Background: an optimization exercise with open tools, aiming at a short achievable clock period and few clock cycles per item. Do not read the settings as production practice.
The RTL was checked by simulation tests, not by an equivalence proof against the original design.
Power is estimated from default activity; no workload was simulated.

File: flow/constraint.sdc
create_clock -name core_clock -period 5.2 [get_ports {clk}]
set_input_delay 1.0400 -clock core_clock [delete_from_list [all_inputs] [get_ports {clk}]]
set_output_delay 1.0400 -clock core_clock [all_outputs]
set_load 0.01 [all_outputs]
File: flow/config.mk
export PLATFORM = sky130hd
export DESIGN_NAME = sorted_set_insert_delete_top
export DESIGN_NICKNAME = sorted_set_insert_delete_top
export VERILOG_FILES = /design/flow/design.v
export SDC_FILE = /design/flow/constraint.sdc
export NUM_CORES = 4
export LEC_CHECK = 0
export ABC_CLOCK_PERIOD_IN_PS = 1800
export CAP_MARGIN = 20
export CORE_MARGIN = 2
export CORE_UTILIZATION = 40
export SETUP_SLACK_MARGIN = 3.2
export SLEW_MARGIN = 20
File: flow/run.sh
#!/bin/bash
# synth_recipe.tcl (not shown) runs the flow's synth.tcl, then flattens the netlist and writes it again
# the make line also repeats each setting of config.mk as NAME=value (left out here)
make -C /OpenROAD-flow-scripts/flow DESIGN_CONFIG=/design/flow/config.mk WORK_HOME=/design/flow/orfs CLKGATE_MAP_FILE= SYNTH_SCRIPT=/design/flow/synth_recipe.tcl finish
File: flow/design.v
`default_nettype none
package sset_pkg;
  localparam int DEPTH = 16;
  localparam int VAL_W = 32;
  localparam int IDX_W = $clog2(DEPTH);
  localparam int CNT_W = $clog2(DEPTH + 1);
  localparam logic OP_INSERT = 1'b0;
  localparam logic OP_DELETE = 1'b1;
  localparam logic [1:0] ST_OK        = 2'd0;
  localparam logic [1:0] ST_NOT_FOUND = 2'd1;
  localparam logic [1:0] ST_FULL      = 2'd2;
  localparam int CAP    = 5;
  localparam int QDEPTH = CAP;
  localparam int MV_LEFT  = 0;    
  localparam int MV_RIGHT = 1;    
  localparam int MV_NEW   = 2;    
endpackage
`default_nettype wire
`default_nettype none
import sset_pkg::*;
module sset_cell
(
  input  wire logic                    clk,
  input  wire logic                    rst_n,
  input  wire logic                    is_front,
  input  wire logic                    ins_n,       
  input  wire logic                    del_n,       
  input  wire logic signed [VAL_W-1:0] in_opnd,     
  input  wire logic signed [VAL_W-1:0] new_val,     
  input  wire logic                    a_lq,        
  input  wire logic                    a_eq,
  input  wire logic                    b_lq,        
  input  wire logic                    b_eq,
  input  wire logic                    left_ltn,
  input  wire logic signed [VAL_W-1:0] left_val,
  input  wire logic                    left_held,
  input  wire logic                    left_rlq,
  input  wire logic                    left_req,
  input  wire logic                    left_c1lq,
  input  wire logic                    left_c1eq,
  input  wire logic signed [VAL_W-1:0] right_val,
  input  wire logic                    right_held,
  input  wire logic                    right_rlq,
  input  wire logic                    right_req,
  input  wire logic                    right_c1lq,
  input  wire logic                    right_c1eq,
  output logic signed [VAL_W-1:0]      val_q,
  output logic                         held_q,
  output logic                         lq,          
  output logic                         eq,          
  output logic                         lt,          
  output logic                         ltn,         
  output logic                         rlq,         
  output logic                         req,
  output logic                         c1lq,        
  output logic                         c1eq
);
  logic signed [VAL_W-1:0] val_r, val_nxt;
  logic                    held_r, held_nxt;
  logic                    lq_r, eq_r, lq_nxt, eq_nxt;
  logic                    rlq_r, req_r;
  logic [1:0]              rcmp;
  logic [2:0]              mv_r, mv_nxt, pmv_r;
  logic                    keep, pkeep;
  assign lq = lq_r;
  assign eq = eq_r;
  assign lt = lq_r | (is_front & eq_r);
  assign keep  = ~|mv_r;
  assign pkeep = ~|pmv_r;
  always_comb begin
    val_nxt  = ({VAL_W{keep}}         & val_r)
             | ({VAL_W{mv_r[MV_LEFT]}}  & left_val)
             | ({VAL_W{mv_r[MV_RIGHT]}} & right_val)
             | ({VAL_W{mv_r[MV_NEW]}}   & new_val);
    held_nxt = (keep & held_r) | (mv_r[MV_LEFT] & left_held)
             | (mv_r[MV_RIGHT] & right_held) | mv_r[MV_NEW];
  end
  assign rlq = rlq_r;
  assign req = req_r;
  assign c1lq = (pkeep & rlq_r) | (pmv_r[MV_LEFT] & left_rlq)
              | (pmv_r[MV_RIGHT] & right_rlq) | (pmv_r[MV_NEW] & a_lq);
  assign c1eq = (pkeep & req_r) | (pmv_r[MV_LEFT] & left_req)
              | (pmv_r[MV_RIGHT] & right_req) | (pmv_r[MV_NEW] & a_eq);
  assign lq_nxt = (keep & c1lq) | (mv_r[MV_LEFT] & left_c1lq)
                | (mv_r[MV_RIGHT] & right_c1lq) | (mv_r[MV_NEW] & b_lq);
  assign eq_nxt = (keep & c1eq) | (mv_r[MV_LEFT] & left_c1eq)
                | (mv_r[MV_RIGHT] & right_c1eq) | (mv_r[MV_NEW] & b_eq);
  assign ltn = lq_nxt | (is_front & eq_nxt);
  always_comb begin
    mv_nxt           = '0;
    mv_nxt[MV_NEW]   = ins_n & ~ltn & left_ltn;
    mv_nxt[MV_LEFT]  = ins_n & ~ltn & ~left_ltn;
    mv_nxt[MV_RIGHT] = del_n & held_nxt & ~lq_nxt;
  end
  sset_cmp u_rcmp (.a(val_r), .b(in_opnd), .lt(rcmp[1]), .eq(rcmp[0]));
  always_ff @(posedge clk) begin
    val_r <= val_nxt;
    lq_r  <= lq_nxt;
    eq_r  <= eq_nxt;
    rlq_r <= held_r & rcmp[1];
    req_r <= held_r & rcmp[0];
    mv_r  <= mv_nxt;
    pmv_r <= mv_r;
  end
  always_ff @(posedge clk) begin
    if (!rst_n) held_r <= 1'b0;
    else        held_r <= held_nxt;
  end
  assign val_q  = val_r;
  assign held_q = held_r;
endmodule
`default_nettype wire
`default_nettype none
import sset_pkg::*;
module sset_cmp
(
  input  wire logic [VAL_W-1:0] a,
  input  wire logic [VAL_W-1:0] b,
  output logic                  lt,    
  output logic                  eq     
);
  localparam int LV = $clog2(VAL_W);
  logic [VAL_W-1:0] l [LV+1];
  logic [VAL_W-1:0] e [LV+1];
  logic [VAL_W-1:0] x, y;
  assign x = {~a[VAL_W-1], a[VAL_W-2:0]};
  assign y = {~b[VAL_W-1], b[VAL_W-2:0]};
  assign l[0] = ~x & y;
  assign e[0] = ~(x ^ y);
  genvar k, i;
  generate
    for (k = 1; k <= LV; k++) begin : g_lv
      for (i = 0; i < (VAL_W >> k); i++) begin : g_pair
        assign l[k][i] = l[k-1][2*i+1] | (e[k-1][2*i+1] & l[k-1][2*i]);
        assign e[k][i] = e[k-1][2*i+1] & e[k-1][2*i];
      end
      assign l[k][VAL_W-1:(VAL_W >> k)] = '0;
      assign e[k][VAL_W-1:(VAL_W >> k)] = '0;
    end
  endgenerate
  assign lt = l[LV][0];
  assign eq = e[LV][0];
endmodule
`default_nettype wire
`default_nettype none
import sset_pkg::*;
module sorted_set_insert_delete_top
(
  input  wire logic               clk,
  input  wire logic               rst_n,
  input  wire logic               in_valid,
  output logic                    in_stall,
  input  wire logic               in_opcode,
  input  wire logic signed [31:0] in_value,
  output logic                    out_valid,
  input  wire logic               out_stall,
  output logic [1:0]              out_status,
  output logic [3:0]              out_position,
  output logic [4:0]              out_entry_count,
  output logic signed [31:0]      out_smallest
);
  localparam int RES_W = 2 + IDX_W + CNT_W + VAL_W;
  logic [2:0]              occ_r, occ_nxt;
  logic                    stall_r, stall_nxt;
  logic                    accept;
  logic                    pop;
  logic                    s1_v;
  logic                    s1_op;
  logic signed [VAL_W-1:0] s1_val;
  logic [1:0]              ca, ca_r;    
  logic [1:0]              cb, cb_r;    
  logic                    a_lq, a_eq, b_lq, b_eq;
  logic                    x_v;
  logic                    x_op;
  logic signed [VAL_W-1:0] x_val;
  logic                    found_r, found_nxt;
  logic [CNT_W-1:0]        count_r, count_nxt, count_up, count_dn;
  logic                    r_v;
  logic [1:0]              r_st, st_c;
  logic [IDX_W-1:0]        r_pos, pos_c;
  logic signed [VAL_W-1:0] val_q    [DEPTH];
  logic [DEPTH-1:0]        held_q;
  logic [DEPTH-1:0]        eq_vec, lq_vec, lt_vec;
  logic [DEPTH-1:0]        rlq_vec, req_vec, c1lq_vec, c1eq_vec;
  logic [DEPTH-1:0]        ltn_vec;
  logic                    full, full_nxt;
  logic                    ins, del, ins_nxt, del_nxt;
  logic                    ins_p, del_p;      
  logic [RES_W-1:0]        q_data [QDEPTH];
  logic [QDEPTH-1:0]       q_v;
  logic [RES_W-1:0]        res;
  assign in_stall = stall_r;
  assign accept   = in_valid && !stall_r;
  assign pop      = q_v[0] && !out_stall;
  assign full     = held_q[DEPTH-1];
  assign full_nxt = ins ? held_q[DEPTH-2] : (del ? 1'b0 : held_q[DEPTH-1]);
  assign ins_nxt  = rst_n && s1_v && (s1_op == OP_INSERT) && !full_nxt;
  assign del_nxt  = rst_n && s1_v && (s1_op == OP_DELETE) && found_nxt;
  sset_cmp u_ca (.a(x_val),  .b(in_value), .lt(ca[1]), .eq(ca[0]));
  sset_cmp u_cb (.a(s1_val), .b(in_value), .lt(cb[1]), .eq(cb[0]));
  assign {a_lq, a_eq} = ca_r;
  assign {b_lq, b_eq} = cb_r;
  genvar g;
  generate
    for (g = 0; g < DEPTH; g++) begin : g_cell
      logic                    lltn, lheld, lrlq, lreq, lc1lq, lc1eq;
      logic                    rheld, rrlq, rreq, rc1lq, rc1eq;
      logic signed [VAL_W-1:0] lv, rv;
      if (g == 0) begin : g_front
        assign lltn  = 1'b1;
        assign lv    = '0;
        assign lheld = 1'b0;
        assign lrlq  = 1'b0;
        assign lreq  = 1'b0;
        assign lc1lq = 1'b0;
        assign lc1eq = 1'b0;
      end else begin : g_mid
        assign lltn  = ltn_vec[g-1];
        assign lv    = val_q[g-1];
        assign lheld = held_q[g-1];
        assign lrlq  = rlq_vec[g-1];
        assign lreq  = req_vec[g-1];
        assign lc1lq = c1lq_vec[g-1];
        assign lc1eq = c1eq_vec[g-1];
      end
      if (g == DEPTH - 1) begin : g_back
        assign rv    = '0;
        assign rheld = 1'b0;
        assign rrlq  = 1'b0;
        assign rreq  = 1'b0;
        assign rc1lq = 1'b0;
        assign rc1eq = 1'b0;
      end else begin : g_inner
        assign rv    = val_q[g+1];
        assign rheld = held_q[g+1];
        assign rrlq  = rlq_vec[g+1];
        assign rreq  = req_vec[g+1];
        assign rc1lq = c1lq_vec[g+1];
        assign rc1eq = c1eq_vec[g+1];
      end
      sset_cell u_cell (
        .clk        (clk),
        .rst_n      (rst_n),
        .is_front   (g == 0),
        .ins_n      (ins_nxt),
        .del_n      (del_nxt),
        .in_opnd    (in_value),
        .new_val    (x_val),
        .a_lq       (a_lq),
        .a_eq       (a_eq),
        .b_lq       (b_lq),
        .b_eq       (b_eq),
        .left_ltn   (lltn),
        .left_val   (lv),
        .left_held  (lheld),
        .left_rlq   (lrlq),
        .left_req   (lreq),
        .left_c1lq  (lc1lq),
        .left_c1eq  (lc1eq),
        .right_val  (rv),
        .right_held (rheld),
        .right_rlq  (rrlq),
        .right_req  (rreq),
        .right_c1lq (rc1lq),
        .right_c1eq (rc1eq),
        .val_q      (val_q[g]),
        .held_q     (held_q[g]),
        .lq         (lq_vec[g]),
        .eq         (eq_vec[g]),
        .lt         (lt_vec[g]),
        .ltn        (ltn_vec[g]),
        .rlq        (rlq_vec[g]),
        .req        (req_vec[g]),
        .c1lq       (c1lq_vec[g]),
        .c1eq       (c1eq_vec[g])
      );
    end
  endgenerate
  always_comb begin
    logic h1, h2, h3, ia, da, c1, c2;
    h1 = |req_vec;
    h2 = 1'b0;
    h3 = 1'b0;
    for (int i = 0; i + 1 < DEPTH; i++) h2 = h2 | (req_vec[i] & req_vec[i+1]);
    for (int i = 0; i + 2 < DEPTH; i++) h3 = h3 | (req_vec[i] & req_vec[i+1] & req_vec[i+2]);
    ia = ins_p & a_eq;
    da = del_p & a_eq;
    c1 = ia | (da ? h2 : h1);
    c2 = ia ? h1 : (da ? h3 : h2);
    found_nxt = (ins & b_eq) | ((del & b_eq) ? c2 : c1);
  end
  function automatic logic [IDX_W-1:0] therm_count(input logic [DEPTH-1:0] t);
    therm_count = '0;
    for (int i = 0; i < DEPTH; i++) if (t[i]) therm_count = IDX_W'(i + 1);
  endfunction
  assign count_up = count_r + CNT_W'(1);
  assign count_dn = count_r - CNT_W'(1);
  always_comb begin
    count_nxt = count_r;
    if (ins) count_nxt = count_up;
    if (del) count_nxt = count_dn;
    if (x_op == OP_INSERT) begin
      st_c  = full ? ST_FULL : ST_OK;
      pos_c = full ? '0 : therm_count(lt_vec);
    end else begin
      st_c  = found_r ? ST_OK : ST_NOT_FOUND;
      pos_c = found_r ? therm_count(lq_vec) : '0;
    end
  end
  assign res = {r_st, r_pos, count_r, held_q[0] ? val_q[0] : VAL_W'(0)};
  always_comb begin
    case ({accept, pop})
      2'b10:   occ_nxt = occ_r + 3'd1;
      2'b01:   occ_nxt = occ_r - 3'd1;
      default: occ_nxt = occ_r;
    endcase
  end
  always_comb begin
    case ({accept, pop})
      2'b10:   stall_nxt = (occ_r >= 3'(CAP - 1));
      2'b01:   stall_nxt = (occ_r >= 3'(CAP + 1));
      default: stall_nxt = (occ_r >= 3'(CAP));
    endcase
  end
  always_ff @(posedge clk) begin
    if (!rst_n) begin
      occ_r   <= '0;
      stall_r <= 1'b0;
      s1_v    <= 1'b0;
      x_v     <= 1'b0;
      ins     <= 1'b0;
      del     <= 1'b0;
      ins_p   <= 1'b0;
      del_p   <= 1'b0;
      r_v     <= 1'b0;
      count_r <= '0;
    end else begin
      occ_r   <= occ_nxt;
      stall_r <= stall_nxt;
      s1_v    <= accept;
      x_v     <= s1_v;
      ins     <= ins_nxt;
      del     <= del_nxt;
      ins_p   <= ins;
      del_p   <= del;
      r_v     <= x_v;
      count_r <= count_nxt;
    end
  end
  always_ff @(posedge clk) begin
    s1_op   <= in_opcode;
    s1_val  <= in_value;
    ca_r    <= ca;
    cb_r    <= cb;
    x_op    <= s1_op;
    x_val   <= s1_val;
    found_r <= found_nxt;
    r_st    <= st_c;
    r_pos   <= pos_c;
  end
  logic [RES_W-1:0]        q_nxt [QDEPTH];
  logic [QDEPTH-1:0]       qv_nxt;
  logic [RES_W-1:0]        o_data;
  always_comb begin
    for (int i = 0; i < QDEPTH; i++) begin
      logic nv, pv, wr_np, wr_p;
      nv    = (i + 1 < QDEPTH) ? q_v[(i + 1 < QDEPTH) ? i + 1 : i] : 1'b0;
      pv    = (i > 0) ? q_v[(i > 0) ? i - 1 : 0] : 1'b1;
      wr_np = r_v && !q_v[i] && pv;
      wr_p  = r_v && q_v[i] && !nv;
      q_nxt[i] = q_data[i];
      if (pop) begin
        if (wr_p)                q_nxt[i] = res;
        else if (i + 1 < QDEPTH) q_nxt[i] = q_data[(i + 1 < QDEPTH) ? i + 1 : i];
      end else begin
        if (wr_np)               q_nxt[i] = res;
      end
      qv_nxt[i] = pop ? (nv | wr_p) : (q_v[i] | wr_np);
    end
  end
  always_ff @(posedge clk) begin
    for (int i = 0; i < QDEPTH; i++) q_data[i] <= q_nxt[i];
    if (!rst_n) begin
      q_v    <= '0;
      o_data <= '0;
    end else begin
      q_v    <= qv_nxt;
      o_data <= q_nxt[0];
    end
  end
  assign out_valid = q_v[0];
  assign {out_status, out_position, out_entry_count, out_smallest} = o_data;
endmodule
`default_nettype wire
==> flow_summary_export.csv, run 1 <==
group,metric,value,unit
run_status,status,"finished clean",
detailed_routing,drtAntennaViolNets,0,
logic_synthesis,synth-xor-area-share,0.00102,
logic_synthesis,synth-compound-area-share,0.194,
setup_path,crit_buf_inv,1,
logic_synthesis,synth_top_family_by_area,"compound AO/OA/AOI/OAI gates",
logic_synthesis,synth_common_cells,"nand2_1 (1380), dfxtp_1 (855), inv_1 (667)",
cells_and_area,diodes,0,
setup_path,slowest_stage,"dfxtp_4",
setup_path,crit_fanout,2,
die,num_rows,131,
power,pwr_density_cell,329,mW/mm^2
logic_synthesis,synth-main-ff-cell,"dfxtp_1",
worst_hold_path,hp-class,"reg2reg",
clocking,clk_latency,740,ps
sta,tightest_slew,794,ps
clocking,numClockSinks,1027,
sta,drv_slew,0,
logic_synthesis,yosys-mux-area-fraction,0.00607,
cells_and_area,fill_cells,11900,
logic_synthesis,synthesis.nets,6529,
global_routing,grt_max_degree,69,
global_routing,antenna_found_initial,1,
global_routing,grt_pass1_wl,247000,um
detailed_routing,first_iter_violations,7238,
global_routing,grt_usage,0.234,
power,combPwrFrac,0.143,
power,p_sw,5740,uW
sta,clock_skew,32.5,ps
clocking,clk_pin_slew,60,ps
global_routing,gr-usage-met3,0.0307,
sta,period_minus_slack,2220,ps
logic_synthesis,syn-instance-count,5909,
setup_path,critPathMaxStageDelay,340,ps
global_routing,grt_pass1_vias,41800,
detailed_routing,drc,0,
die,ios,82,
clocking,root_buffer,"clkbuf_16",
logic_synthesis,ys_ff_latch,1027,
sta,setup_viol,0,
global_routing,grt_util_met1,0.324,
detailed_routing,num_vias,45400,
detailed_routing,routed_wl,162000,um
sta,hold_viol_final,0,
setup_path,startpoint_type,"flop",
global_routing,grt_overflow_total,0,
cells_and_area,fin_nets,6594,
sta,fmax,450,MHz
cells_and_area,drive_above_1_share,0.156,
sta,setup_tns,0,ps
setup_path,path_cells,"buf_6",
logic_synthesis,yosys_warnings,10,
sta,rsz0062_at_grt,"true",
logic_synthesis,syn_area,0.0517,mm^2
logic_synthesis,ys_seq_area_frac,0.431,
power,seq_power_share,0.452,
power,internal-power,14800,uW
placed_design,io_buffers,81,
logic_synthesis,synth_top_area_share,0.331,
clocking,hold_buffers,0,
detailed_routing,first_pass_iters,14,
sta,period_share,0.427,
clocking,cts_tree,"built",
placed_design,place_ws,979,ps
cells_and_area,syn_to_final_growth,20.5,%
logic_synthesis,yosysUniqueCellTypes,62,
power,peakVddDrop,312,uV
setup_path,worstPathRequired,4160,ps
logic_synthesis,synth.avg_cell_area,8.75,um^2
setup_path,crit_path_end_kind,"primary output",
power,p_sw_frac,0.280,
detailed_routing,wire_per_inst,20.8,um
power,clkPwrFrac,0.405,
placed_design,finalWeightedCongestion,0.912,
die,start_util,0.404,
clocking,htree_num_levels,3,
die,fp.coreArea,0.128,mm^2
die,die_w,364,um
global_routing,grt-busiest-layer,"met2",
setup_path,worstPathArrival,1180,ps
cells_and_area,finalInstanceArea,0.0623,mm^2
cells_and_area,multiInputGateArea,0.0281,mm^2
detailed_routing,vias_per_cell,5.82,
sta,slew-limit-headroom,0.470,
logic_synthesis,yosys.area_share.adder,0.141,
logic_synthesis,synth_edf_count,172,
logic_synthesis,synthTopCellsByArea,"dfxtp_1 (33%), ha_1 (14%), nand2_1 (10%)",
placed_design,dpl.hpwl,114000,um
global_routing,grt_use_met2,0.377,
logic_synthesis,async_flop_share,0,
clocking,clock_path_buffers,3,
logic_synthesis,synth.most_common_cell,"nand2_1",
power,p_leak,0.0257,uW
setup_path,worst_path_dominant_cell_family,"flip-flops",
setup_path,crit_type,"reg2out",
placed_design,place_area,0.0554,mm^2
job,drv_cap,0,
die,dieArea,0.132,mm^2
power,power,20500,uW
die,die_height,364,um
clocking,numCtsBuffers,109,
logic_synthesis,synthSimpleGateAreaFrac,0.151,
logic_synthesis,yosys.area.top_type,"dfxtp_1",
sta,fin_ws,2980,ps
cells_and_area,seqCellArea,0.0224,mm^2
-- path summary, 6_finish.rpt --
| check | depth (start not counted) | slack, ps | start | to |
|---|---|---|---|---|
| max | 1 | 2980 | q_v[0] | out_valid |
| max reg2reg | 8 | 3070 | g_cell[4].u_cell.val_r[5] | g_cell[4].u_cell.rlq_r |
| min | 0 | 340 | s1_val[10] | x_val[10] |
| min reg2reg | 0 | 340 | s1_val[10] | x_val[10] |
-- power by group through the flow --
stage               registers [uW]  logic (uW)  clock network [uW]
floorplan                     9150        1770                   0
global placement              9400        2430                   0
detailed placement            9400        2530                   0
CTS                           9230        2690                8420
global route                  9330        3310                8730
finish                        9270        2930                8290
-- flip-flops by register name (all words and copies together) (netlist names), 16 cells and up --
signal,cells
g_cell.u_cell.mv_r,47
x_val,32
g_cell.u_cell.rlq_r,16
g_cell.u_cell.held_r,16
g_cell.u_cell.lq_r,16
g_cell.u_cell.val_r,512
o_data,43
s1_val,32
g_cell.u_cell.pmv_r,47
g_cell.u_cell.req_r,16
q_data,215
-- metal layers --
metal,up-vias,wire length (um)
met1,21800,71800
met3,251,12600
met2,1920,72500
met5,-,0
li1,21400,-
met4,0,5240
-- cells in the final DEF, fill, tap and decap left out, types with 24 or more instances in the layout --
| cell type | n |
|---|---|
| buf_2 | 39 |
| buf_4 | 160 |
| a22oi_1 | 57 |
| dfxtp_2 | 84 |
| edfxtp_1 | 172 |
| a21o_1 | 55 |
| a222oi_1 | 493 |
| buf_6 | 37 |
| dfxtp_1 | 760 |
| inv_1 | 658 |
| ha_1 | 485 |
| a211oi_2 | 24 |
| a211oi_1 | 31 |
| nor3_1 | 47 |
| o221ai_1 | 32 |
| buf_12 | 30 |
| a21oi_2 | 50 |
| o21ai_1 | 51 |
| nand2_1 | 1367 |
| ha_4 | 94 |
| nand4_1 | 97 |
| o21ai_0 | 214 |
| nor2b_1 | 41 |
| clkbuf_16 | 121 |
| mux2_2 | 27 |
| a21oi_1 | 209 |
| nor2_1 | 210 |
| nor3_2 | 30 |
| and2_1 | 34 |
-- final cells by class --
type / count / share of cell area
Inverter: 669 / 0.0407
Clock inverter: 49 / 0.00952
Tap cell: 1729 / 0.0347
Sequential cell: 1027 / 0.360
Multi-Input combinational cell: 3858 / 0.451
Timing Repair Buffer: 309 / 0.0524
Clock buffer: 157 / 0.0517
-- metrics by stage --
stage                     cells  hold WS (ps)  utilization
after floorplan            5909           329            -
after global placement     7487           336        0.432
after detailed placement   7488           335        0.432
after CTS                  7755           349        0.473
after global routing       7798           347        0.487
final                      7798           343        0.487
-- cell families (layout without fill, tap and decap cells) --
family / Yosys count / count (layout)
AND/OR/NAND/NOR: 1897 / 1900
multiplexers: 28 / 28
AO/OA/AOI/OAI: 1337 / 1341
flip-flops: 1027 / 1027
buffers and inverters: 1031 / 1184
XOR/XNOR: 6 / 6
adder cells (fa/ha/maj): 583 / 583
-- repair_timing --
action	CTS	global route
gates resized for setup	597	313
endpoints found under the setup margin	571	269
setup buffers	46	35
pin swaps	77	103
gates cloned	15	8
Testbench counts, summed over its fixed seeds: cycles 16,032, items 16,000.
==> run 2, diff against run 1 <==
--- a/flow/config.mk
+++ b/flow/config.mk
@@ -8,6 +8,6 @@
 export ABC_CLOCK_PERIOD_IN_PS = 1800
 export CAP_MARGIN = 20
 export CORE_MARGIN = 2
-export CORE_UTILIZATION = 40
+export CORE_UTILIZATION = 55
 export SETUP_SLACK_MARGIN = 3.2
 export SLEW_MARGIN = 20
==> flow_summary_export.csv, run 2 <==
group,metric,value,unit
run_status,status,"finished clean",
worst_hold_path,min-delay-start,"s1_val[18]",
detailed_routing,num_vias,44800,
logic_synthesis,yosysUniqueCellTypes,62,
detailed_routing,drtAntennaViolNets,0,
clocking,numClockSinks,1027,
setup_path,slowest_stage,"dfxtp_2",
detailed_routing,wl_met1,66100,um
clocking,clock_path_buffers,3,
power,power,20400,uW
clocking,clk_pin_slew,60,ps
sta,tightest_slew,851,ps
detailed_routing,vias_per_cell,6.13,
cells_and_area,fin_nets,6589,
logic_synthesis,ys_seq_area_frac,0.431,
sta,period_share,0.423,
sta,fmax,454,MHz
clocking,clk_latency,720,ps
detailed_routing,first_pass_iters,14,
die,die_height,311,um
global_routing,antenna_found_initial,0,
detailed_routing,wl_met2,73400,um
global_routing,grt_usage,0.313,
job,drv_cap,0,
cells_and_area,fill_cells,7758,
setup_path,crit_buf_inv,1,
setup_path,critPathMaxStageDelay,350,ps
worst_hold_path,holdPathStages,0,
detailed_routing,dr_wl_met3,12100,um
cells_and_area,seqCellArea,0.0224,mm^2
sta,slew-limit-headroom,0.432,
die,die_w,311,um
power,peakVddDrop,290,uV
logic_synthesis,synth.most_common_cell,"nand2_1",
setup_path,worstPathRequired,4160,ps
die,start_util,0.554,
detailed_routing,routed_wl,157000,um
sta,setup_tns,0,ps
cells_and_area,layout_commonest_cell,"nand2_1",
global_routing,grt_overflow_total,0,
setup_path,crit_path_end_kind,"primary output",
placed_design,dpl.hpwl,112000,um
logic_synthesis,yosys.area.top_type,"dfxtp_1",
logic_synthesis,async_flop_share,0,
setup_path,crit_type,"reg2out",
logic_synthesis,synth-main-ff-cell,"dfxtp_1",
sta,period_minus_slack,2200,ps
setup_path,startpoint_type,"flop",
logic_synthesis,yosys_warnings,10,
die,dieArea,0.0965,mm^2
logic_synthesis,synthTopCellsByArea,"dfxtp_1 (33%), ha_1 (14%), nand2_1 (10%)",
sta,hold_viol_final,0,
die,num_rows,112,
cells_and_area,largest_register_ffs,512,
cells_and_area,layout_common_cells,"nand2_1 (1373), dfxtp_1 (802), inv_1 (662), a222oi_1 (493), ha_1 (482)",
sta,setup_viol,0,
logic_synthesis,ys_ff_latch,1027,
setup_path,reg2reg_slack,3090,ps
setup_path,crit_fanout,1,
power,pwr_density_cell,330,mW/mm^2
logic_synthesis,syn_area,0.0517,mm^2
cells_and_area,largest-register,"g_cell.u_cell.val_r",
global_routing,grt_pass1_vias,42200,
cells_and_area,top_regs,"g_cell.u_cell.val_r (512), q_data (215)",
cells_and_area,diodes,0,
clocking,numCtsBuffers,109,
setup_path,worstPathArrival,1160,ps
cells_and_area,drive_above_1_share,0.154,
detailed_routing,drc,0,
placed_design,io_buffers,81,
clocking,cts_tree,"built",
clocking,hold_buffers,0,
cells_and_area,syn_to_final_growth,19.5,%
logic_synthesis,synth.avg_cell_area,8.75,um^2
setup_path,r2r.worst_path.cells,9,
clocking,htree_num_levels,3,
logic_synthesis,synth_top_area_share,0.331,
sta,clock_skew,29.5,ps
clocking,root_buffer,"clkbuf_16",
logic_synthesis,synthesis.nets,6529,
setup_path,rr_endpoint,"ca_r[1]",
die,ios,82,
power,p_leak,0.0256,uW
placed_design,finalWeightedCongestion,0.886,
die,fp.coreArea,0.0933,mm^2
logic_synthesis,syn-instance-count,5909,
worst_hold_path,whs_endpoint,"x_val[18]",
sta,rsz0062_at_grt,"true",
global_routing,grt_max_degree,67,
setup_path,timing.rr.start,"x_val[5]",
setup_path,worst_path_dominant_cell_family,"flip-flops",
cells_and_area,multiInputGateArea,0.0284,mm^2
logic_synthesis,synth_common_cells,"nand2_1 (1380), dfxtp_1 (855), inv_1 (667)",
logic_synthesis,synth_edf_count,172,
setup_path,path_cells,"buf_6",
detailed_routing,top_layer,"met4",
global_routing,grt_pass1_wl,243000,um
detailed_routing,first_iter_violations,6634,
sta,drv_slew,0,
worst_hold_path,hp-class,"reg2reg",
detailed_routing,wire_per_inst,21.5,um
[run 2: routing by layer]
layer | track usage | vias to the layer above
met1 | 0.416 | 21500
li1 | - | 21400
met4 | 0.112 | 0
met5 | 0 | -
met3 | 0.0394 | 236
met2 | 0.523 | 1759
[run 2: kinds of logic after synthesis]
kind of cell	Yosys count	synth area share
multiplexers	28	0.00607
AND/OR/NAND/NOR	1897	0.151
XOR/XNOR	6	0.00102
flip-flops	1027	0.431
AO/OA/AOI/OAI	1337	0.194
adder cells (fa/ha/maj)	583	0.141
buffers and inverters	1031	0.0756
[run 2: worst max-delay path by stage]
stage,endpoint,cells past startpoint,from,slack (ps)
after floorplan,q_data[4][0],5,out_stall,2570
after global placement,ca_r[1],7,in_value[10],890
after detailed placement,ca_r[1],7,in_value[10],880
after CTS,out_smallest[27],1,o_data[27],2940
after global routing,out_smallest[27],1,o_data[27],2970
final,out_smallest[27],1,o_data[27],3000
[run 2: timing repair]
item | in CTS | in global routing
pin swaps | 74 | 138
resized for setup | 651 | 257
gates cloned | 16 | 3
setup buffers | 52 | 24
setup endpoints to repair | 528 | 174
[run 2: layout make-up]
class	instances	share of cell area
multi-input cells	3855	0.459
inverters	669	0.0408
clock buffers	156	0.0512
well taps	1254	0.0254
flip-flops and latches	1027	0.362
repair buffers	307	0.0517
clock inverters	47	0.0103
[run 2: metrics by stage]
step / setup WS (ps) / cells / hold WS [ps] / util / instance area, um^2
3_5_place_dp: 880 / 7017 / 335 / 0.587 / 54800
6_report: 3000 / 7315 / 339 / 0.662 / 61800
3_3_place_gp: 889 / 7015 / 335 / 0.587 / 54800
5_1_grt: 2970 / 7315 / 349 / 0.662 / 61800
4_1_cts: 2940 / 7288 / 334 / 0.647 / 60400
2_1_floorplan: 2570 / 5909 / 329 / - / 52800
[run 2: power breakdown]
part           switching (uW)  internal (uW)
registers                 613           8630
logic                    1660           1260
clock network            3330           4880
==> run 3, diff against run 2 <==
--- a/flow/config.mk
+++ b/flow/config.mk
@@ -8,6 +8,6 @@
 export ABC_CLOCK_PERIOD_IN_PS = 1800
 export CAP_MARGIN = 20
 export CORE_MARGIN = 2
-export CORE_UTILIZATION = 55
+export CORE_UTILIZATION = 70
 export SETUP_SLACK_MARGIN = 3.2
 export SLEW_MARGIN = 20
==> flow_summary_export.csv, run 3 <==
group,metric,value,unit
cells_and_area,layout_common_cells,"nand2_1 (1370), dfxtp_1 (793), inv_1 (659), a222oi_1 (493), ha_1 (451)",
die,start_util,0.708,
setup_path,crit_fanout,9,
sta,hold_viol_final,0,
logic_synthesis,syn_area,0.0517,mm^2
cells_and_area,largest_register_ffs,512,
detailed_routing,first_pass_iters,29,
die,dieArea,0.0761,mm^2
cells_and_area,fin_nets,6576,
clocking,clock_path_buffers,3,
sta,fmax,456,MHz
cells_and_area,top_regs,"g_cell.u_cell.val_r (512), q_data (215)",
sta,drv_slew,0,
global_routing,grt_usage,0.398,
sta,setup_tns,0,ps
cells_and_area,fill_cells,4251,
die,ios,82,
logic_synthesis,ys_seq_area_frac,0.431,
logic_synthesis,async_flop_share,0,
sta,period_share,0.422,
clocking,cts_tree,"built",
cells_and_area,instances_no_fill,7003,
detailed_routing,drc,0,
setup_path,r2r.worst_path.cells,8,
cells_and_area,seqCellArea,0.0224,mm^2
setup_path,crit_type,"in2reg",
die,num_rows,99,
clocking,htree_num_levels,3,
sta,period_minus_slack,2190,ps
global_routing,antenna_found_initial,3,
detailed_routing,first_iter_violations,8511,
logic_synthesis,synth.avg_cell_area,8.75,um^2
power,peakVddDrop,324,uV
power,power,20200,uW
job,drv_cap,0,
logic_synthesis,yosys.area.top_type,"dfxtp_1",
global_routing,grt_max_degree,61,
placed_design,place_inst,6703,
logic_synthesis,syn-instance-count,5909,
detailed_routing,num_vias,47500,
setup_path,timing.rr.start,"g_cell[0].u_cell.val_r[9]",
sta,tightest_slew,814,ps
clocking,numCtsBuffers,104,
setup_path,crit_path_end_kind,"flop",
detailed_routing,routed_wl,163000,um
setup_path,path_cells,"clkbuf_4, buf_12, ha_4, nand4_1, or2_4, nor3_4, nand2_1, nor3_1",
logic_synthesis,synth_edf_count,172,
logic_synthesis,synth.most_common_cell,"nand2_1",
logic_synthesis,synthTopCellsByArea,"dfxtp_1 (33%), ha_1 (14%), nand2_1 (10%)",
setup_path,slowest_stage,"or2_4",
logic_synthesis,synth_common_cells,"nand2_1 (1380), dfxtp_1 (855), inv_1 (667)",
logic_synthesis,synth-main-ff-cell,"dfxtp_1",
die,fp.coreArea,0.0731,mm^2
setup_path,worstSetupEndpoint,"cb_r[0]",
run_status,status,"finished clean",
logic_synthesis,yosysUniqueCellTypes,62,
cells_and_area,largest-register,"g_cell.u_cell.val_r",
cells_and_area,multiInputGateArea,0.0284,mm^2
setup_path,worstPathRequired,5790,ps
power,p_leak,0.0255,uW
setup_path,startpoint_type,"primary input",
global_routing,grt_overflow_total,0,
setup_path,worst_path_dominant_cell_family,"simple AND/OR/NAND/NOR gates",
sta,setup_viol,0,
cells_and_area,layout_commonest_cell,"nand2_1",
global_routing,grt_pass1_wl,242000,um
die,die_w,276,um
logic_synthesis,ys_ff_latch,1027,
worst_hold_path,hp-class,"reg2reg",
setup_path,critPathMaxStageDelay,390,ps
setup_path,crit_buf_inv,2,
global_routing,grt_pass1_vias,44400,
logic_synthesis,synth_top_area_share,0.331,
setup_path,worstPathArrival,2780,ps
setup_path,rr_endpoint,"g_cell[0].u_cell.rlq_r",
clocking,clk_latency,690,ps
logic_synthesis,synthesis.nets,6529,
detailed_routing,vias_per_cell,6.78,
cells_and_area,fin_util,0.840,
cells_and_area,drive_above_1_share,0.153,
clocking,numClockSinks,1027,
setup_path,reg2reg_slack,3140,ps
sta,slew-limit-headroom,0.456,
die,die_height,276,um
cells_and_area,syn_to_final_growth,18.7,%
power,pwr_density_cell,330,mW/mm^2
clocking,hold_buffers,0,
placed_design,io_buffers,81,
clocking,clk_pin_slew,60,ps
detailed_routing,wire_per_inst,23.3,um
clocking,root_buffer,"clkbuf_16",
placed_design,dpl.hpwl,106000,um
sta,clock_skew,38.9,ps
sta,rsz0062_at_grt,"true",
setup_path,path_depth,8,
setup_path,crit_start,"in_value[27]",
detailed_routing,drtAntennaViolNets,0,
logic_synthesis,yosys_warnings,10,
placed_design,finalWeightedCongestion,0.919,
## run 3: cell counts after synthesis
No cell type changed its count.
## run 3: area by class of cell
type,instances,share of cell area
diodes,1,0.0000408
clock buffers,149,0.0487
clock inverters,44,0.00993
inverters,669,0.0413
multi-input cells,3854,0.463
flip-flops and latches,1027,0.365
well taps,959,0.0195
repair buffers,299,0.0527
repair inverters,1,0.000143
## run 3: worst min-delay path by stage
| stage | endpoint | slack [ps] | from | depth (start not counted) |
|---|---|---|---|---|
| after floorplan | g_cell[0].u_cell.pmv_r[2] | 330 | g_cell[0].u_cell.mv_r[2] | 0 |
| after global placement | x_val[26] | 330 | s1_val[26] | 0 |
| after detailed placement | x_val[7] | 340 | s1_val[7] | 0 |
| after CTS | x_val[27] | 340 | s1_val[27] | 0 |
| after global routing | x_val[27] | 350 | s1_val[27] | 0 |
| final | x_val[27] | 340 | s1_val[27] | 0 |
## run 3: worst reg2reg max path, stage by stage (launching register included)
cell	delay [ps]
dfxtp_1	420
inv_1	100
ha_4	230
a21oi_1	140
o21ai_1	160
a221oi_2	390
o31ai_2	180
a211oi_2	260
o21ai_1	80
## run 3: where the power goes
part           switching (uW)  internal, uW
registers                 631          8640
clock network            3310          4570
logic                    1770          1330
total                    5710         14500
## run 3: through the flow
stage | hold WS, ps | cell area [um^2] | worst slack, ps
2_1_floorplan | 329 | 52800 | 2570
3_3_place_gp | 335 | 54300 | 1060
3_5_place_dp | 336 | 54300 | 1020
4_1_cts | 337 | 59300 | 3000
5_1_grt | 349 | 61400 | 2870
6_report | 342 | 61400 | 3010
## run 3: repair_timing
item / CTS / global route
endpoints found under the setup margin: 550 / 367
setup buffers: 42 / 49
pin swaps: 56 / 116
endpoints found under the hold margin: 0 / 0
gates resized for setup: 602 / 327
cloned: 10 / 5
## run 3: layer usage
metal	up-vias	track usage	wire length (um)
met2	3005	0.656	75000
met3	592	0.0651	18200
li1	21400	-	-
met5	-	0	0
met1	22500	0.497	60100
met4	0	0.223	9740
## run 3: cell families after synthesis
kind of cell,count (synthesis),synth area share
buffers and inverters,1031,0.0756
and+or+nand+nor,1897,0.151
adders and majority gates,583,0.141
muxes,28,0.00607
DFF,1027,0.431
xor gates and xnor gates,6,0.00102
AOI/OAI and AO/OA,1337,0.194
==> run 4, diff against run 3 <==
--- a/flow/config.mk
+++ b/flow/config.mk
@@ -8,6 +8,8 @@
 export ABC_CLOCK_PERIOD_IN_PS = 1800
 export CAP_MARGIN = 20
 export CORE_MARGIN = 2
-export CORE_UTILIZATION = 70
+export CORE_UTILIZATION = 40
+export CTS_CLUSTER_DIAMETER = 100
+export CTS_CLUSTER_SIZE = 20
 export SETUP_SLACK_MARGIN = 3.2
 export SLEW_MARGIN = 20
==> flow_summary_export.csv, run 4 <==
group,metric,value,unit
logic_synthesis,yosys_warnings,10,
power,seq_power_share,0.543,
power,p_leak,0.0246,uW
setup_path,slowest_stage,"a211oi_2",
detailed_routing,routed_wl,161000,um
setup_path,worstPathRequired,5760,ps
cells_and_area,layout_commonest_cell,"nand2_1",
global_routing,grt_pass1_wl,246000,um
detailed_routing,num_vias,45100,
clocking,root_buffer,"clkbuf_16",
job,drv_cap,0,
detailed_routing,wire_per_inst,21.0,um
logic_synthesis,synth.avg_cell_area,8.75,um^2
die,ios,82,
run_status,status,"finished clean",
sta,period_minus_slack,2190,ps
setup_path,startpoint_type,"primary input",
setup_path,crit_start,"in_value[17]",
cells_and_area,layout_common_cells,"nand2_1 (1369), dfxtp_1 (793), inv_1 (659), a222oi_1 (493), ha_1 (458)",
power,pwr_density_cell,282,mW/mm^2
clocking,numCtsBuffers,58,
cells_and_area,largest-register,"g_cell.u_cell.val_r",
setup_path,path_cells,"buf_6, buf_6, ha_1, a21oi_2, nor2_1, a211oi_1, o21ai_1, a211oi_2, o21ai_1",
power,peakVddDrop,266,uV
die,num_rows,131,
sta,setup_viol,0,
cells_and_area,finalInstanceArea,0.0605,mm^2
die,fp.coreArea,0.128,mm^2
cells_and_area,syn_to_final_growth,17.0,%
clocking,clock_path_buffers,3,
global_routing,grt_usage,0.232,
sta,rsz0062_at_grt,"true",
setup_path,worstPathArrival,2750,ps
placed_design,io_buffers,81,
logic_synthesis,synth_edf_count,172,
sta,clock_skew,42.8,ps
die,die_w,364,um
placed_design,place_area,0.0554,mm^2
logic_synthesis,synth_common_cells,"nand2_1 (1380), dfxtp_1 (855), inv_1 (667)",
clocking,clk_latency,690,ps
die,dieArea,0.132,mm^2
logic_synthesis,synthTopCellsByArea,"dfxtp_1 (33%), ha_1 (14%), nand2_1 (10%)",
logic_synthesis,synth.most_common_cell,"nand2_1",
global_routing,grt_pass1_vias,41400,
power,internal-power,12000,uW
power,combPwrFrac,0.174,
logic_synthesis,yosys.area.top_type,"dfxtp_1",
global_routing,grt_overflow_total,0,
power,clkPwrFrac,0.283,
placed_design,finalWeightedCongestion,0.912,
clocking,cts_tree,"built",
logic_synthesis,async_flop_share,0,
worst_hold_path,min-delay-start,"s1_val[1]",
sta,tightest_slew,828,ps
placed_design,dpl.hpwl,114000,um
setup_path,crit_path_end_kind,"flop",
logic_synthesis,synth_top_area_share,0.331,
detailed_routing,first_iter_violations,7408,
cells_and_area,drive_above_1_share,0.142,
power,power,17000,uW
die,die_height,364,um
worst_hold_path,hp-class,"reg2reg",
logic_synthesis,yosysUniqueCellTypes,62,
cells_and_area,largest_register_ffs,512,
sta,drv_slew,0,
logic_synthesis,ys_seq_area_frac,0.431,
sta,slew-limit-headroom,0.447,
setup_path,reg2reg_slack,3100,ps
setup_path,crit_fanout,15,
die,start_util,0.404,
logic_synthesis,syn_area,0.0517,mm^2
setup_path,worst_path_dominant_cell_family,"compound AO/OA/AOI/OAI gates",
detailed_routing,first_pass_iters,14,
sta,hold_viol_final,0,
setup_path,critPathMaxStageDelay,370,ps
global_routing,antenna_found_initial,3,
logic_synthesis,syn-instance-count,5909,
setup_path,crit_type,"in2reg",
logic_synthesis,synth-main-ff-cell,"dfxtp_1",
setup_path,crit_buf_inv,2,
global_routing,grt_max_degree,69,
cells_and_area,diodes,0,
cells_and_area,fin_nets,6555,
power,p_sw,5060,uW
clocking,numClockSinks,1027,
logic_synthesis,ys_ff_latch,1027,
sta,setup_tns,0,ps
detailed_routing,vias_per_cell,5.87,
detailed_routing,drtAntennaViolNets,0,
logic_synthesis,synthesis.nets,6529,
detailed_routing,drc,0,
clocking,htree_num_levels,2,
cells_and_area,top_regs,"g_cell.u_cell.val_r (512), q_data (215)",
setup_path,timing.rr.start,"g_cell[9].u_cell.val_r[13]",
clocking,clk_pin_slew,90,ps
sta,period_share,0.422,
power,p_sw_frac,0.297,
sta,fmax,456,MHz
run 4: cell counts after synthesis:
Identical to the previous run, type by type.
run 4: stage by stage:
step | setup WS, ps | hold WS, ps | cells | util
2_1_floorplan | 2570 | 329 | 5909 | -
3_3_place_gp | 1050 | 336 | 7487 | 0.432
3_5_place_dp | 979 | 335 | 7488 | 0.432
4_1_cts | 2980 | 337 | 7639 | 0.462
5_1_grt | 2970 | 335 | 7683 | 0.473
6_report | 3010 | 335 | 7683 | 0.473
run 4: cell families (layout without fill, tap and decap cells):
| kind of cell | after synthesis | in the layout | share of synthesized area |
|---|---|---|---|
| muxes | 28 | 28 | 0.00607 |
| AOI/OAI and AO/OA | 1337 | 1341 | 0.194 |
| DFF | 1027 | 1027 | 0.431 |
| buffers and inverters | 1031 | 1069 | 0.0756 |
| and+or+nand+nor | 1897 | 1900 | 0.151 |
| adders and majority gates | 583 | 583 | 0.141 |
| xor gates and xnor gates | 6 | 6 | 0.00102 |
run 4: area by class of cell:
class / instances / area [um^2]
well taps: 1729 / 2160
repair buffers: 321 / 3330
fillers: 12000 / 67500
multi-input cells: 3858 / 28500
flip-flops and latches: 1027 / 22400
inverters: 669 / 2530
clock buffers: 76 / 1540
clock inverters: 3 / 45.0
run 4: layer usage:
metal / wire, um / share of wire / vias up / global-route usage
met5: 29 / 0.00018 / - / 0
met4: 4560 / 0.028 / 4 / 0.0701
met2: 72800 / 0.45 / 1923 / 0.376
met1: 71000 / 0.44 / 21700 / 0.326
li1: - / - / 21300 / -
met3: 13100 / 0.081 / 205 / 0.0228
run 4: worst paths after layout:
kind,endpoint,cells after the start
max,g_cell[1].u_cell.rlq_r,9
min,x_val[1],0
max reg2reg,g_cell[9].u_cell.rlq_r,8
min reg2reg,x_val[1],0
run 4: worst reg2reg max path, stage by stage, from the launching register on:
cell and delay (ps):
dfxtp_4 370, inv_1 70, ha_4 240, a21o_1 160, a21o_1 170, a221oi_2 330, o31ai_4 150, a211oi_2 390
o21ai_1 90
run 4: repair_timing:
item	4_1_cts	5_1_grt
pin swaps	135	91
hold buffers	0	0
setup buffers	55	37
gates resized for setup	712	216
gates cloned	17	7
endpoints found under the setup margin	571	248
run 4: power by group through the flow:
stage / logic, uW / clock network (uW) / registers, uW
after floorplan: 1770 / 0 / 9150
after global placement: 2430 / 0 / 9400
after detailed placement: 2530 / 0 / 9400
after CTS: 2780 / 4940 / 9220
after global routing: 3350 / 5200 / 9310
final: 2960 / 4820 / 9250
==> run 5, diff against run 4 <==
--- a/flow/design.v
+++ b/flow/design.v
@@ -9,7 +9,7 @@
   localparam logic [1:0] ST_OK        = 2'd0;
   localparam logic [1:0] ST_NOT_FOUND = 2'd1;
   localparam logic [1:0] ST_FULL      = 2'd2;
-  localparam int CAP    = 5;
+  localparam int CAP    = 4;
   localparam int QDEPTH = CAP;
   localparam int MV_LEFT  = 0;    
   localparam int MV_RIGHT = 1;    
@@ -46,6 +46,8 @@
   input  wire logic                    right_c1eq,
   output logic signed [VAL_W-1:0]      val_q,
   output logic                         held_q,
+  output logic signed [VAL_W-1:0]      val_n,       
+  output logic                         held_n,
   output logic                         lq,          
   output logic                         eq,          
   output logic                         lt,          
@@ -108,6 +110,8 @@
   end
   assign val_q  = val_r;
   assign held_q = held_r;
+  assign val_n  = val_nxt;
+  assign held_n = held_nxt;
 endmodule
 `default_nettype wire
 `default_nettype none
@@ -175,10 +179,11 @@
   logic signed [VAL_W-1:0] x_val;
   logic                    found_r, found_nxt;
   logic [CNT_W-1:0]        count_r, count_nxt, count_up, count_dn;
-  logic                    r_v;
-  logic [1:0]              r_st, st_c;
-  logic [IDX_W-1:0]        r_pos, pos_c;
+  logic [1:0]              st_c;
+  logic [IDX_W-1:0]        pos_c;
   logic signed [VAL_W-1:0] val_q    [DEPTH];
+  logic signed [VAL_W-1:0] val_n0;
+  logic                    held_n0;
   logic [DEPTH-1:0]        held_q;
   logic [DEPTH-1:0]        eq_vec, lq_vec, lt_vec;
   logic [DEPTH-1:0]        rlq_vec, req_vec, c1lq_vec, c1eq_vec;
@@ -205,7 +210,12 @@
     for (g = 0; g < DEPTH; g++) begin : g_cell
       logic                    lltn, lheld, lrlq, lreq, lc1lq, lc1eq;
       logic                    rheld, rrlq, rreq, rc1lq, rc1eq;
-      logic signed [VAL_W-1:0] lv, rv;
+      logic signed [VAL_W-1:0] lv, rv, vn;
+      logic                    hn;
+      if (g == 0) begin : g_n0
+        assign val_n0  = vn;
+        assign held_n0 = hn;
+      end
       if (g == 0) begin : g_front
         assign lltn  = 1'b1;
         assign lv    = '0;
@@ -265,6 +275,8 @@
         .right_c1eq (rc1eq),
         .val_q      (val_q[g]),
         .held_q     (held_q[g]),
+        .val_n      (vn),
+        .held_n     (hn),
         .lq         (lq_vec[g]),
         .eq         (eq_vec[g]),
         .lt         (lt_vec[g]),
@@ -307,7 +319,7 @@
       pos_c = found_r ? therm_count(lq_vec) : '0;
     end
   end
-  assign res = {r_st, r_pos, count_r, held_q[0] ? val_q[0] : VAL_W'(0)};
+  assign res = {st_c, pos_c, count_nxt, held_n0 ? val_n0 : VAL_W'(0)};
   always_comb begin
     case ({accept, pop})
       2'b10:   occ_nxt = occ_r + 3'd1;
@@ -332,7 +344,6 @@
       del     <= 1'b0;
       ins_p   <= 1'b0;
       del_p   <= 1'b0;
-      r_v     <= 1'b0;
       count_r <= '0;
     end else begin
       occ_r   <= occ_nxt;
@@ -343,7 +354,6 @@
       del     <= del_nxt;
       ins_p   <= ins;
       del_p   <= del;
-      r_v     <= x_v;
       count_r <= count_nxt;
     end
   end
@@ -355,8 +365,6 @@
     x_op    <= s1_op;
     x_val   <= s1_val;
     found_r <= found_nxt;
-    r_st    <= st_c;
-    r_pos   <= pos_c;
   end
   logic [RES_W-1:0]        q_nxt [QDEPTH];
   logic [QDEPTH-1:0]       qv_nxt;
@@ -366,8 +374,8 @@
       logic nv, pv, wr_np, wr_p;
       nv    = (i + 1 < QDEPTH) ? q_v[(i + 1 < QDEPTH) ? i + 1 : i] : 1'b0;
       pv    = (i > 0) ? q_v[(i > 0) ? i - 1 : 0] : 1'b1;
-      wr_np = r_v && !q_v[i] && pv;
-      wr_p  = r_v && q_v[i] && !nv;
+      wr_np = x_v && !q_v[i] && pv;
+      wr_p  = x_v && q_v[i] && !nv;
       q_nxt[i] = q_data[i];
       if (pop) begin
         if (wr_p)                q_nxt[i] = res;
--- a/flow/config.mk
+++ b/flow/config.mk
@@ -8,8 +8,6 @@
 export ABC_CLOCK_PERIOD_IN_PS = 1800
 export CAP_MARGIN = 20
 export CORE_MARGIN = 2
-export CORE_UTILIZATION = 40
-export CTS_CLUSTER_DIAMETER = 100
-export CTS_CLUSTER_SIZE = 20
+export CORE_UTILIZATION = 55
 export SETUP_SLACK_MARGIN = 3.2
 export SLEW_MARGIN = 20
==> flow_summary_export.csv, run 5 <==
group,metric,value,unit
die,dieArea,0.0931,mm^2
setup_path,worst_path_dominant_cell_family,"simple AND/OR/NAND/NOR gates",
sta,clock_skew,28.7,ps
detailed_routing,wire_per_inst,23.1,um
cells_and_area,largest_register_ffs,512,
detailed_routing,top_layer,"met4",
logic_synthesis,async_flop_share,0,
worst_hold_path,hp-class,"reg2reg",
clocking,hold_buffers,0,
clocking,clk_pin_slew,60,ps
run_status,status,"finished clean",
global_routing,grt_overflow_total,0,
placed_design,dpl.hpwl,114000,um
global_routing,grt_pass1_vias,42000,
logic_synthesis,synthesis.nets,6307,
sta,hold_viol_final,0,
detailed_routing,dr_wl_met3,13100,um
logic_synthesis,ys_seq_area_frac,0.418,
detailed_routing,wl_met2,75600,um
setup_path,critPathMaxStageDelay,430,ps
sta,setup_viol,0,
setup_path,slowest_stage,"or4_4",
setup_path,crit_fanout,3,
die,die_w,305,um
cells_and_area,fin_util,0.678,
setup_path,worstSetupEndpoint,"g_cell[13].u_cell.rlq_r",
detailed_routing,first_iter_violations,7263,
placed_design,io_buffers,81,
die,num_rows,110,
cells_and_area,layout_commonest_cell,"nand2_1",
logic_synthesis,synthTopCellsByArea,"dfxtp_1 (34%), ha_1 (15%), a222oi_1 (9.7%)",
detailed_routing,drc,0,
global_routing,grt_usage,0.339,
setup_path,path_cells,"buf_12, clkinvlp_4, ha_4, nand4_1, or3_4, or3_4, or4_4, a21o_1, o2111ai_1",
global_routing,antenna_found_initial,1,
cells_and_area,fin_nets,6479,
sta,rsz0062_at_grt,"true",
clocking,cts_tree,"built",
setup_path,crit_start,"in_value[31]",
power,p_leak,0.0257,uW
setup_path,crit_type,"in2reg",
cells_and_area,instances_no_fill,7129,
logic_synthesis,synth.most_common_cell,"nand2_1",
sta,drv_slew,0,
sta,period_share,0.480,
logic_synthesis,yosys_warnings,10,
setup_path,worstPathArrival,3130,ps
logic_synthesis,yosysUniqueCellTypes,60,
logic_synthesis,synth_top_area_share,0.340,
clocking,numClockSinks,976,
setup_path,path_depth,9,
cells_and_area,finalInstanceArea,0.0609,mm^2
cells_and_area,syn_to_final_growth,22.2,%
cells_and_area,drive_above_1_share,0.174,
setup_path,worstPathRequired,5830,ps
global_routing,grt_max_degree,72,
logic_synthesis,synth-main-ff-cell,"dfxtp_1",
logic_synthesis,yosys.area.top_type,"dfxtp_1",
cells_and_area,layout_common_cells,"nand2_1 (1170), dfxtp_1 (793), inv_1 (645), a222oi_1 (485), ha_1 (474)",
logic_synthesis,synth_edf_count,129,
setup_path,startpoint_type,"primary input",
detailed_routing,routed_wl,164000,um
placed_design,place_ws,923,ps
placed_design,finalWeightedCongestion,0.889,
placed_design,place_inst,6755,
cells_and_area,top_regs,"g_cell.u_cell.val_r (512), q_data (172)",
detailed_routing,num_vias,44800,
setup_path,rr_endpoint,"g_cell[13].u_cell.rlq_r",
die,fp.coreArea,0.0899,mm^2
detailed_routing,drtAntennaViolNets,0,
detailed_routing,first_pass_iters,13,
sta,fmax,401,MHz
die,die_height,305,um
setup_path,reg2reg_slack,2770,ps
detailed_routing,vias_per_cell,6.29,
clocking,clk_latency,720,ps
power,peakVddDrop,299,uV
clocking,numCtsBuffers,107,
setup_path,cpMostUsedCell,"or3_4",
clocking,clock_path_buffers,3,
setup_path,crit_buf_inv,2,
detailed_routing,wl_met1,68900,um
die,ios,82,
setup_path,timing.rr.start,"g_cell[13].u_cell.val_r[30]",
sta,fin_ws,2700,ps
die,start_util,0.555,
logic_synthesis,synth_common_cells,"nand2_1 (1186), dfxtp_1 (847), inv_1 (649)",
clocking,htree_num_levels,3,
logic_synthesis,syn_area,0.0499,mm^2
sta,setup_tns,0,ps
logic_synthesis,syn-instance-count,5689,
setup_path,r2r.worst_path.cells,8,
power,pwr_density_cell,332,mW/mm^2
cells_and_area,largest-register,"g_cell.u_cell.val_r",
job,drv_cap,0,
placed_design,place_area,0.0529,mm^2
logic_synthesis,synth.avg_cell_area,8.76,um^2
sta,slew-limit-headroom,0.351,
cells_and_area,fill_cells,7268,
sta,tightest_slew,972,ps
setup_path,crit_path_end_kind,"flop",
logic_synthesis,ys_ff_latch,976,
global_routing,grt_pass1_wl,249000,um
sta,period_minus_slack,2500,ps
clocking,root_buffer,"clkbuf_16",
## run 5: changes by cell type in the layout (fill, tap and decap cells not counted), sizes merged, moves of 20 or more
cell,previous run,this run
nand3,10,81
o21ai,284,235
a221o,15,50
edfxtp,172,129
a21oi,266,213
nand2,1381,1186
buf,306,409
clkbuf,86,156
o221ai,34,3
a211oi,59,32
a21o,55,103
clkinv,2,30
o31ai,18,38
## run 5: worst min path at each step
stage                             start                        end  slack [ps]  cells past startpoint
3_5_place_dp                  s1_val[6]                   x_val[6]         330                      0
6_report                      s1_val[2]                   x_val[2]         340                      0
4_1_cts                       s1_val[6]                   x_val[6]         350                      0
2_1_floorplan  g_cell[0].u_cell.mv_r[1]  g_cell[0].u_cell.pmv_r[1]         330                      0
5_1_grt                       s1_val[2]                   x_val[2]         350                      0
3_3_place_gp                 s1_val[16]                  x_val[16]         330                      0
## run 5: cell type report
class / count / area [um^2] / share of cell area
multi-input combinational: 3707 / 28200 / 0.464
sequential: 976 / 20900 / 0.343
timing repair buffer: 416 / 4190 / 0.0688
clock buffer: 154 / 3140 / 0.0516
inverter: 650 / 2470 / 0.0406
tap: 1176 / 1470 / 0.0242
clock inverter: 46 / 458 / 0.00752
timing repair inverter: 3 / 26.3 / 0.000431
antenna: 1 / 2.50 / 0.0000411
## run 5: where the power goes
group | total, uW | internal, uW | leakage, uW | switching, uW
Clock | 7790 | 4550 | 0.00178 | 3250
Sequential | 8960 | 8280 | 0.00813 | 674
Combinational | 3470 | 1550 | 0.0158 | 1920
## run 5: logic make-up (layout without fill, tap and decap cells)
family	Yosys count	in the layout	share of synthesized area
mux	16	16	0.00351
xor+xnor	6	6	0.00105
buf+inv	1009	1269	0.0761
other cells	0	1	0
simple gates	1781	1781	0.151
fa+ha+maj	581	581	0.146
flops	976	976	0.418
compound gates	1320	1323	0.205
## run 5: worst reg2reg max path, cell delays in order (launching register included)
cell	delay, ps
dfxtp_1	410
inv_1	110
ha_4	280
nand4_1	100
or3_4	420
or3_4	360
or4_4	430
a21o_1	170
o2111ai_1	90
## run 5: timing repair
item | in CTS | in global routing
resized for setup | 740 | 247
pin swaps | 159 | 159
cloned | 9 | 3
endpoints found under the setup margin | 465 | 278
buffers inserted | 121 | 40
## run 5: stage by stage
step	hold slack, ps	power (uW)
floorplan	329	10900
global placement	333	11800
detailed placement	335	11900
CTS	348	20000
global route	350	21100
finish	344	20200
## run 5: per-layer routing
metal  track usage  vias up
met5             0        -
met4         0.142        0
met3        0.0334      309
met2         0.556     1939
met1         0.457    21500
li1              -    21000
Testbench counts of run 5, summed over its fixed seeds: cycles 16,024, items 16,000.
==> run 6, diff against run 5 <==
--- a/flow/config.mk
+++ b/flow/config.mk
@@ -8,6 +8,6 @@
 export ABC_CLOCK_PERIOD_IN_PS = 1800
 export CAP_MARGIN = 20
 export CORE_MARGIN = 2
-export CORE_UTILIZATION = 55
+export CORE_UTILIZATION = 65
 export SETUP_SLACK_MARGIN = 3.2
 export SLEW_MARGIN = 20
==> flow_summary_export.csv, run 6 <==
group,metric,value,unit
run_status,status,"finished clean",
sta,period_share,0.508,
clocking,cts_tree,"built",
power,pwr_density_cell,333,mW/mm^2
cells_and_area,largest-register,"g_cell.u_cell.val_r",
setup_path,crit_path_end_kind,"flop",
power,p_sw,5800,uW
logic_synthesis,async_flop_share,0,
logic_synthesis,yosys.area.top_type,"dfxtp_1",
die,die_height,281,um
die,num_rows,101,
power,p_leak,0.0256,uW
job,drv_cap,0,
logic_synthesis,synth-main-ff-cell,"dfxtp_1",
setup_path,crit_fanout,2,
detailed_routing,num_vias,46200,
clocking,numCtsBuffers,100,
setup_path,worst_path_dominant_cell_family,"buffers and inverters",
cells_and_area,top_regs,"g_cell.u_cell.val_r (512), q_data (172)",
logic_synthesis,synth_edf_count,129,
logic_synthesis,synth_top_area_share,0.340,
cells_and_area,largest_register_ffs,512,
setup_path,slowest_stage,"ha_4",
sta,tightest_slew,990,ps
global_routing,grt_overflow_total,0,
detailed_routing,drc,0,
sta,rsz0062_at_grt,"true",
sta,setup_tns,0,ps
setup_path,worstPathRequired,5810,ps
placed_design,dpl.hpwl,109000,um
clocking,root_buffer,"clkbuf_16",
cells_and_area,drive_above_1_share,0.165,
logic_synthesis,synthTopCellsByArea,"dfxtp_1 (34%), ha_1 (15%), a222oi_1 (9.7%)",
setup_path,cpMostUsedCell,"buf_4",
logic_synthesis,synth.avg_cell_area,8.76,um^2
logic_synthesis,ys_ff_latch,976,
placed_design,finalWeightedCongestion,0.912,
logic_synthesis,ys_seq_area_frac,0.418,
power,p_sw_frac,0.290,
cells_and_area,diodes,0,
power,peakVddDrop,279,uV
logic_synthesis,syn-instance-count,5689,
logic_synthesis,yosysUniqueCellTypes,60,
sta,fmax,379,MHz
cells_and_area,finalInstanceArea,0.0601,mm^2
clocking,clk_latency,680,ps
clocking,clk_pin_slew,70,ps
sta,setup_viol,0,
logic_synthesis,synthesis.nets,6307,
logic_synthesis,syn_area,0.0499,mm^2
sta,hold_viol_final,0,
detailed_routing,drtAntennaViolNets,0,
die,dieArea,0.0789,mm^2
setup_path,startpoint_type,"primary input",
power,seq_power_share,0.449,
logic_synthesis,yosys_warnings,10,
worst_hold_path,hp-class,"reg2reg",
detailed_routing,first_pass_iters,15,
cells_and_area,layout_common_cells,"nand2_1 (1146), dfxtp_1 (797), inv_1 (645), a222oi_1 (485), ha_1 (484)",
die,die_w,281,um
cells_and_area,layout_commonest_cell,"nand2_1",
detailed_routing,first_iter_violations,7944,
setup_path,worstPathArrival,3240,ps
detailed_routing,routed_wl,163000,um
clocking,numClockSinks,976,
logic_synthesis,synth_common_cells,"nand2_1 (1186), dfxtp_1 (847), inv_1 (649)",
detailed_routing,wire_per_inst,23.6,um
die,ios,82,
sta,period_minus_slack,2640,ps
placed_design,io_buffers,81,
sta,slew-limit-headroom,0.339,
sta,drv_slew,0,
cells_and_area,syn_to_final_growth,20.6,%
sta,clock_skew,28.2,ps
detailed_routing,vias_per_cell,6.68,
global_routing,antenna_found_initial,2,
setup_path,crit_buf_inv,11,
die,start_util,0.657,
cells_and_area,fin_nets,6421,
setup_path,critPathMaxStageDelay,310,ps
clocking,htree_num_levels,3,
global_routing,grt_max_degree,81,
power,clkPwrFrac,0.384,
power,internal-power,14200,uW
power,combPwrFrac,0.168,
die,fp.coreArea,0.0759,mm^2
clocking,clock_path_buffers,3,
global_routing,grt_pass1_wl,248000,um
setup_path,path_cells,"buf_8, clkinvlp_4, ha_4, nand4_1, buf_4, buf_4, buf_4, buf_4, buf_4, buf_4, buf_6, buf_6, buf_6, a21oi_4, o21ai_4, o2111ai_1",
setup_path,crit_type,"in2reg",
global_routing,grt_pass1_vias,43800,
global_routing,grt_usage,0.398,
logic_synthesis,synth.most_common_cell,"nand2_1",
placed_design,place_area,0.0526,mm^2
## run 6: cell types whose count changed in the layout (fill, tap and decap cells not counted), moves of 9 or more
cell	delta
a21oi_2	-15
buf_2	+18
clkinv_2	-14
buf_4	-32
a21oi_1	+13
nand2_4	+19
nand2_1	-24
clkbuf_8	+11
ha_4	-11
clkbuf_16	-9
buf_6	-41
ha_1	+10
## run 6: cell families (layout without fill, tap and decap cells)
kind of cell	count (synthesis)	after routing	share of synthesized area
fa+ha+maj	581	581	0.146
buf+inv	1009	1203	0.0761
xor+xnor	6	6	0.00105
compound gates	1320	1320	0.205
flops	976	976	0.418
mux	16	16	0.00351
simple gates	1781	1784	0.151
## run 6: path summary, 6_finish.rpt
kind | startpoint | endpoint | slack, ps | depth (start not counted)
max | in_value[31] | g_cell[13].u_cell.rlq_r | 2560 | 16
min | s1_val[17] | x_val[17] | 340 | 0
max reg2reg | g_cell[13].u_cell.val_r[30] | g_cell[13].u_cell.rlq_r | 2640 | 15
min reg2reg | s1_val[17] | x_val[17] | 340 | 0
## run 6: stage by stage
stage          std cells  hold slack [ps]   util  power (uW)  worst slack [ps]
4_1_cts             6870              342  0.771       19800              2480
3_3_place_gp        6584              334  0.692       11800              1010
2_1_floorplan       5689              329      -       10900              2070
3_5_place_dp        6584              336  0.692       11900              1020
5_1_grt             6916              342  0.792       20800              2570
6_report            6916              340  0.792       20000              2560
## run 6: worst register-to-register path, cell delays in order, from the launching register on
cell	delay, ps
dfxtp_1	420
inv_1	120
ha_4	290
nand4_1	160
buf_4	190
buf_4	130
buf_4	130
buf_4	130
buf_4	130
buf_4	130
buf_6	110
buf_6	110
buf_6	110
a21oi_4	120
o21ai_4	100
o2111ai_1	120
## run 6: layer usage
metal,global-route usage,up-vias,routed length [um]
met1,0.518,21900,62200
met2,0.638,2828,74200
met3,0.0495,519,16900
li1,-,20900,-
met4,0.229,4,10200
met5,0,-,19
## run 6: what timing repair did
item                                    4_1_cts  5_1_grt
buffers inserted                             86       44
hold buffers                                  0        0
gates cloned                                 15        2
gates resized for setup                     752      248
pin swaps                                   123      120
endpoints found under the setup margin      481      202
## run 6: layout make-up
class | count | area (um^2)
clock buffers | 151 | 3040
clock inverters | 34 | 492
fillers | 4990 | 15800
inverters | 650 | 2470
multi-input cells | 3707 | 28200
flip-flops and latches | 976 | 20900
well taps | 1030 | 1290
repair buffers | 366 | 3730
repair inverters | 2 | 17.5
## run 6: power groups by stage
stage	Combinational, uW	Clock, uW	Sequential [uW]
CTS	3100	7720	8930
floorplan	2030	0	8820
global placement	2720	0	9080
finish	3360	7690	8990
global route	3750	8020	9050
detailed placement	2840	0	9090

[separate check: timing with driven ports]
In the flow no input, the clock included, has a driving cell. The finished layouts below were timed again as built, in two steps. Step 1 assumes that a clkbuf_16 drives the clock port and a buf_2 every other input. Step 2 adds t to the input delays and takes it off the output delays; t is the mean of the earliest and latest rising clock arrival at the registers after step 1. Input paths then give back, and output paths get back, about the clock's delay inside the block. Slacks: ideal / step 1 / step 2; pairs: ideal / step 1.
run | t, ns | setup slack, ns | worst setup path at the end | pins driven straight from the clock port
run 1 | 0.801 | 2.978 / 2.862 / 2.060 | input to register | 1
run 2 | 0.780 | 2.999 / 2.916 / 2.137 | input to register | 1
run 3 | 0.747 | 3.008 / 2.921 / 2.174 | input to register | 1
run 4 | 0.742 | 3.006 / 2.803 / 2.061 | input to register | 1
run 5 | 0.780 | 2.704 / 2.718 / 1.938 | input to register | 1
run 6 | 0.741 | 2.561 / 2.516 / 1.775 | input to register | 1
After both steps every run listed still meets setup and hold. The setup slack of run 4, which loses most, moves by -0.203 ns with the drivers and by -0.945 ns with both steps.
